This is an optimization exercise on Yosys and OpenROAD, whose aim is small area, a short achievable clock period and few clock cycles, not a production implementation. Only simulation tests tie the RTL to the original design; equivalence was not proved. Power and IR drop assume default switching activity.

==> 11-11: inputs <==
==> flow/design.v <==
package lcg_pkg;
	localparam int REG_W = 5;
	localparam int VAL_W = 32;
	localparam int POS_W = 4;
	localparam int NPOS  = 16;
endpackage
module lcg_cell (
	input  logic [15:0] s,
	input  logic [3:0]  p,
	input  logic [3:0]  h,
	input  logic [3:0]  top,      
	output logic [15:0] nxt,
	output logic        has_next,  
	output logic        at_top,
	output logic [3:0]  p_nxt,
	output logic [3:0]  h_nxt
);
	logic [15:0] below, above, le, q;
	logic        q_any;
	logic [3:0]  qhi;
	always_comb begin
		for (int i = 0; i < 16; i++) begin
			below[i] = 4'(i) < p;
			above[i] = 4'(i) > p;
			le[i]    = 4'(i) <= h;
		end
		q   = s & below;
		nxt = q | (above & le);
		q_any = |q;
		qhi = '0;
		for (int i = 0; i < 16; i++) if (q[i]) qhi = 4'(i);
		at_top   = h == top;
		has_next = !(at_top && !q_any);
		p_nxt    = at_top ? qhi : h;
		h_nxt    = at_top ? (h + 4'd1 - p) : (h + 4'd1);
	end
endmodule
module lcg_ram (
	input  logic        clk,
	input  logic        arst_n,
	input  logic        we,       
	input  logic        ws,
	input  logic [31:0] wdata,
	output logic [3:0]  ph,
	input  logic [15:0] rsel,
	output logic [31:0] rdata
);
	logic [31:0] ring_q [16];
	logic [3:0]  ph_q;
	assign ph = ph_q;
	always_ff @(posedge clk or negedge arst_n) begin
		if (!arst_n) ph_q <= 4'd1;
		else         ph_q <= ph_q + 4'd1;
	end
	always_ff @(posedge clk) begin
		for (int s = 0; s < 16; s++) begin
			if (s == 0 && we && !ws)      ring_q[s] <= wdata;
			else if (s == 8 && we && ws)  ring_q[s] <= wdata;
			else                          ring_q[s] <= ring_q[(s + 1) % 16];
		end
	end
	always_comb begin
		rdata = '0;
		for (int s = 0; s < 16; s++) rdata = rdata | (ring_q[s] & {32{rsel[s]}});
	end
endmodule
module lex_combination_generator_top
#(
	parameter int MAX_LIST   = 16,
	parameter int MAX_CHOOSE = 16
) (
	input  logic               clk,
	input  logic               arst_n,
	input  logic               psel,
	input  logic               penable,
	input  logic               pwrite,
	input  logic [2:0]         paddr,
	input  logic [31:0]        pwdata,
	output logic [31:0]        prdata,
	output logic               pready,
	input  logic               in_valid,
	output logic               in_stall,
	input  logic               command,
	input  logic [3:0]         load_index,
	input  logic signed [31:0] load_value,
	output logic               out_valid,
	input  logic               out_stall,
	output logic signed [31:0] elem_value,
	output logic [3:0]         elem_position,
	output logic               found,
	output logic               empty_comb,
	output logic               last
);
	logic [4:0]  n_q, k_q;
	logic [4:0]  n_eff, k_eff, wk_eff;
	logic [3:0]  n_top;
	logic [15:0] kth, wr_kth;
	logic        k_gt_n, k_zero, k_eq_n;
	logic        started_q, exh_q, has_q, fix_q;
	logic        busy_q, jsp_q, jf_q;
	logic [15:0] jm_q, nm_q;
	logic [3:0]  p_q, h_q;
	logic        ov_q, shown_q;
	logic [15:0] sel_q;
	logic [3:0]  pos_q;
	logic        fnd_q, emp_q, last_q;
	logic        cfg_wr, acc_ld, acc_nx, ol, normal, jm_ge2, spec_f, emit_n;
	logic        ld_ok, busy_d, ov_d;
	logic [3:0]  wd;
	logic [15:0] low, rest, succ;
	logic        succ_has, succ_top;
	logic [3:0]  succ_p, succ_h;
	logic [31:0] rd_val;
	logic [3:0]  rd_pos, ph, slot;
	assign n_eff  = (n_q > 5'd16) ? 5'd16 : n_q;
	assign k_eff  = (k_q > 5'd16) ? 5'd16 : k_q;
	assign wk_eff = (pwdata[4:0] > 5'd16) ? 5'd16 : pwdata[4:0];
	assign n_top  = 4'(n_eff - 5'd1);
	assign k_gt_n = k_eff > n_eff;
	assign k_eq_n = k_eff == n_eff;
	assign k_zero = k_q == 5'd0;
	always_comb begin
		for (int i = 0; i < 16; i++) begin
			kth[i]    = 5'(i) < k_q;
			wr_kth[i] = 5'(i) < pwdata[4:0];
		end
	end
	assign pready = 1'b1;
	assign prdata = {27'd0, paddr[2] ? k_q : n_q};
	assign cfg_wr = psel & penable & pwrite;
	assign wd     = {load_index[3] ^ ph[3], 3'd0};
	assign ld_ok  = (load_index[2:0] == ph[2:0]) & ~(ov_q & (wd[3] ? sel_q[9] : sel_q[1]));
	assign in_stall = busy_q | (~command & ~ld_ok);
	assign acc_ld = in_valid & ~command & ~busy_q & ld_ok;
	assign acc_nx = in_valid & command & ~busy_q;
	assign ol     = ~ov_q | ~out_stall;
	assign normal = ~exh_q & (started_q | (~k_gt_n & ~k_zero));
	assign spec_f = ~exh_q & ~started_q & k_zero;
	always_comb begin
		logic seen;
		seen = 1'b0;
		for (int i = 0; i < 16; i++) begin
			low[i] = jm_q[i] & ~seen;
			seen   = seen | jm_q[i];
		end
	end
	assign rest   = jm_q & ~low;
	assign jm_ge2 = |rest;
	always_comb begin
		rd_pos = '0;
		for (int i = 0; i < 16; i++) if (low[i]) rd_pos = rd_pos | 4'(i);
	end
	lcg_cell u_succ (
		.s        (jm_q),
		.p        (p_q),
		.h        (h_q),
		.top      (n_top),
		.nxt      (succ),
		.has_next (succ_has),
		.at_top   (succ_top),
		.p_nxt    (succ_p),
		.h_nxt    (succ_h)
	);
	lcg_ram u_list (
		.clk    (clk),
		.arst_n (arst_n),
		.we     (acc_ld),
		.ws     (wd[3]),
		.wdata  (load_value),
		.ph     (ph),
		.rsel   (sel_q),
		.rdata  (rd_val)
	);
	assign slot   = rd_pos - ph;
	assign emit_n = busy_q ? ~jsp_q : (acc_nx & normal);
	assign ov_d = ol ? (busy_q | acc_nx) : ov_q;
	always_comb begin
		busy_d = busy_q;
		if (busy_q) begin
			if (ol && (jsp_q || !jm_ge2)) busy_d = 1'b0;
		end else if (acc_nx) begin
			busy_d = normal ? (~ol | jm_ge2) : ~ol;
		end
	end
	always_ff @(posedge clk or negedge arst_n) begin
		if (!arst_n) begin
			ov_q    <= 1'b0;
			busy_q  <= 1'b0;
		end else begin
			ov_q    <= ov_d;
			busy_q  <= busy_d;
		end
	end
	always_ff @(posedge clk) begin
		if (ol) begin
			sel_q   <= emit_n ? (16'd1 << slot) : 16'd0;
			shown_q <= emit_n;
			pos_q   <= emit_n ? rd_pos : 4'd0;
			fnd_q   <= emit_n | (busy_q ? jf_q : spec_f);
			emp_q   <= ~emit_n & (busy_q ? jf_q : spec_f);
			last_q  <= ~emit_n | ~jm_ge2;
		end else begin
			sel_q <= {sel_q[0], sel_q[15:1]};
		end
	end
	always_ff @(posedge clk or negedge arst_n) begin
		if (!arst_n) begin
			n_q       <= '0;
			k_q       <= '0;
			started_q <= 1'b0;
			exh_q     <= 1'b0;
			jsp_q     <= 1'b0;
			fix_q     <= 1'b0;
		end else begin
			fix_q <= 1'b0;
			if (cfg_wr) begin
				if (paddr[2]) k_q <= pwdata[4:0];
				else          n_q <= pwdata[4:0];
				started_q <= 1'b0;
				exh_q     <= 1'b0;
			end
			if (busy_q) begin
				if (ol && jsp_q) jsp_q <= 1'b0;
			end else if (acc_ld) begin
				started_q <= 1'b0;
				exh_q     <= 1'b0;
			end else if (acc_nx) begin
				started_q <= 1'b1;
				exh_q     <= ~normal | (started_q ? ~has_q : k_eq_n);
				if (normal) begin
					fix_q <= succ_top;
				end else begin
					jsp_q <= ~ol;
				end
			end
		end
	end
	always_ff @(posedge clk) begin
		if (!busy_q && acc_nx) begin
			jf_q  <= spec_f;
			nm_q  <= succ;
			has_q <= succ_has;
		end
		if (cfg_wr) begin
			jm_q <= paddr[2] ? wr_kth : kth;
		end else if (busy_q) begin
			if (ol && !jsp_q) jm_q <= jm_ge2 ? rest : nm_q;
		end else if (acc_ld) begin
			jm_q <= kth;
		end else if (acc_nx && normal && ol) begin
			jm_q <= jm_ge2 ? rest : {jm_q[14:0], 1'b0};
		end
		if (cfg_wr) begin
			p_q <= 4'(paddr[2] ? wk_eff - 5'd1 : k_eff - 5'd1);
			h_q <= 4'(paddr[2] ? wk_eff : k_eff);
		end else if (!busy_q && acc_ld) begin
			p_q <= 4'(k_eff - 5'd1);
			h_q <= 4'(k_eff);
		end else if (!busy_q && acc_nx && normal) begin
			p_q <= succ_p;
			h_q <= succ_h;
		end else if (fix_q) begin
			h_q <= h_q + p_q;
		end
	end
	assign out_valid     = ov_q;
	assign elem_value    = rd_val;
	assign elem_position = pos_q;
	assign found         = fnd_q;
	assign empty_comb    = emp_q;
	assign last          = last_q;
endmodule
==> flow/flow/run.sh <==
#!/bin/bash
# The standard layout, except that the clock tree is built from clkbuf_8 cells and
# without dummy load cells. Each tool's output goes to the ORFS logs under orfs/logs/; the
# make output goes to standard.log here.
set -euo pipefail
export CTS_ARGS="-sink_clustering_enable -repair_clock_nets -dont_use_dummy_load -buf_list sky130_fd_sc_hd__clkbuf_8"
bash standard.sh > standard.log 2>&1
==> flow/standard.sh <==
#!/bin/bash
# synth_recipe.tcl (not shown) runs the flow's synth.tcl, then flattens the netlist and writes it again
# the make line also repeats each setting of config.mk as NAME=value (left out here)
make -C /OpenROAD-flow-scripts/flow DESIGN_CONFIG=/design/flow/config.mk WORK_HOME=/design/flow/orfs CLKGATE_MAP_FILE= SYNTH_SCRIPT=/design/flow/synth_recipe.tcl "${@:-finish}"
==> flow/config.mk <==
export PLATFORM = sky130hd
export DESIGN_NAME = lex_combination_generator_top
export DESIGN_NICKNAME = lex_combination_generator_top
export VERILOG_FILES = /design/flow/design.v
export SDC_FILE = /design/flow/constraint.sdc
export NUM_CORES = 4
export LEC_CHECK = 0
export CAP_MARGIN = 20
export CORE_MARGIN = 2
export CORE_UTILIZATION = 55
export SETUP_SLACK_MARGIN = 2.7
export SLEW_MARGIN = 20
==> flow/constraint.sdc <==
create_clock -name core_clock -period 6.0 [get_ports {clk}]
set_input_delay 1.2000 -clock core_clock [delete_from_list [all_inputs] [get_ports {clk}]]
set_output_delay 1.2000 -clock core_clock [all_outputs]
set_load 0.01 [all_outputs]
==> inputs of 03-13, as changes to 11-11 <==
--- a/flow/design.v
+++ b/flow/design.v
@@ -130,5 +130,5 @@
 	assign cfg_wr = psel & penable & pwrite;
 	assign wd     = {load_index[3] ^ ph[3], 3'd0};
-	assign ld_ok  = (load_index[2:0] == ph[2:0]) & ~(ov_q & (wd[3] ? sel_q[9] : sel_q[1]));
+	assign ld_ok  = (load_index[2:0] == ph[2:0]) & ~(ov_q & (sel_q[9] | sel_q[1]));
 	assign in_stall = busy_q | (~command & ~ld_ok);
 	assign acc_ld = in_valid & ~command & ~busy_q & ld_ok;
==> flow/flow/run.sh (replaced) <==
#!/bin/bash
# The standard layout, except that the clock tree is built from clkbuf_8 cells and
# without dummy load cells, and the ports are buffered with buf_2 cells. Each tool's output
# goes to the ORFS logs under orfs/logs/; the make output goes to standard.log here.
set -euo pipefail
export CTS_ARGS="-sink_clustering_enable -repair_clock_nets -dont_use_dummy_load -buf_list sky130_fd_sc_hd__clkbuf_8"
export BUFFER_PORTS_ARGS="-buffer_cell sky130_fd_sc_hd__buf_2"
bash standard.sh > standard.log 2>&1
--- a/flow/config.mk
+++ b/flow/config.mk
@@ -9,4 +9,4 @@
 export CORE_MARGIN = 2
 export CORE_UTILIZATION = 55
-export SETUP_SLACK_MARGIN = 2.7
+export SETUP_SLACK_MARGIN = 2.5
 export SLEW_MARGIN = 20
==> inputs of 03-12, as changes to 11-11 <==
--- a/flow/design.v
+++ b/flow/design.v
@@ -130,5 +130,5 @@
 	assign cfg_wr = psel & penable & pwrite;
 	assign wd     = {load_index[3] ^ ph[3], 3'd0};
-	assign ld_ok  = (load_index[2:0] == ph[2:0]) & ~(ov_q & (wd[3] ? sel_q[9] : sel_q[1]));
+	assign ld_ok  = (load_index[2:0] == ph[2:0]) & ~(ov_q & (sel_q[9] | sel_q[1]));
 	assign in_stall = busy_q | (~command & ~ld_ok);
 	assign acc_ld = in_valid & ~command & ~busy_q & ld_ok;
==> flow/flow/run.sh (replaced) <==
#!/bin/bash
# The standard layout, except that the clock tree is built from clkbuf_8 cells and
# without dummy load cells, and the ports are buffered with buf_1 cells. Each tool's output
# goes to the ORFS logs under orfs/logs/; the make output goes to standard.log here.
set -euo pipefail
export CTS_ARGS="-sink_clustering_enable -repair_clock_nets -dont_use_dummy_load -buf_list sky130_fd_sc_hd__clkbuf_8"
export BUFFER_PORTS_ARGS="-buffer_cell sky130_fd_sc_hd__buf_1"
bash standard.sh > standard.log 2>&1
--- a/flow/config.mk
+++ b/flow/config.mk
@@ -9,4 +9,4 @@
 export CORE_MARGIN = 2
 export CORE_UTILIZATION = 55
-export SETUP_SLACK_MARGIN = 2.7
+export SETUP_SLACK_MARGIN = 2.8
 export SLEW_MARGIN = 20
==> results.txt <==
Of 03-13 and 11-11, 11-11 has the higher register-to-register slack (gap 190 ps).
In die area, 03-13 and 03-12 do not differ.
Wire length: 11-11 is lower than 03-12 (about 7.5%).
Between 03-13 and 11-11, the lower sequential power is in 11-11 (gap about 3%, measured against 11-11).
Total power, lowest first: 03-13, 11-11, 03-12.
Critical path depth is the same in 03-13 and 03-12.
Testbench counts of 11-11, summed over its fixed seeds: cycles 17,050.
Testbench counts of 03-13, summed over its fixed seeds: cycles 17,050.
Testbench counts of 03-12, summed over its fixed seeds: cycles 17,050.

==> port drivers added, routing unchanged <==
In the flow no input, the clock included, has a driving cell. The finished layouts below were timed again as built, in two steps. Step 1 assumes that a clkbuf_16 drives the clock port and a buf_2 every other input. Step 2 also shifts input and output timing later by t, the mid clock arrival at the registers, as if the neighbouring blocks saw the same clock. Three values: ideal, step 1, step 2; two values: the first two.
| run | t, ns | setup slack, ns | worst hold slack (ns) | worst register clock-pin slew, ns |
|---|---|---|---|---|
| 11-11 | 0.681 | 2.579 / 2.529 / 2.188 | 0.327 / 0.327 / 0.327 | 0.07 / 0.07 |
| 03-13 | 0.668 | 2.573 / 2.549 / 2.081 | 0.322 / 0.322 / 0.322 | 0.06 / 0.06 |
| 03-12 | 0.678 | 2.793 / 2.738 / 2.369 | 0.315 / 0.315 / 0.315 | 0.07 / 0.07 |
After both steps setup and hold are still met in every run listed. For 03-13, which loses most, drivers alone change the setup slack by -0.024 ns; drivers and shift together by -0.492 ns.
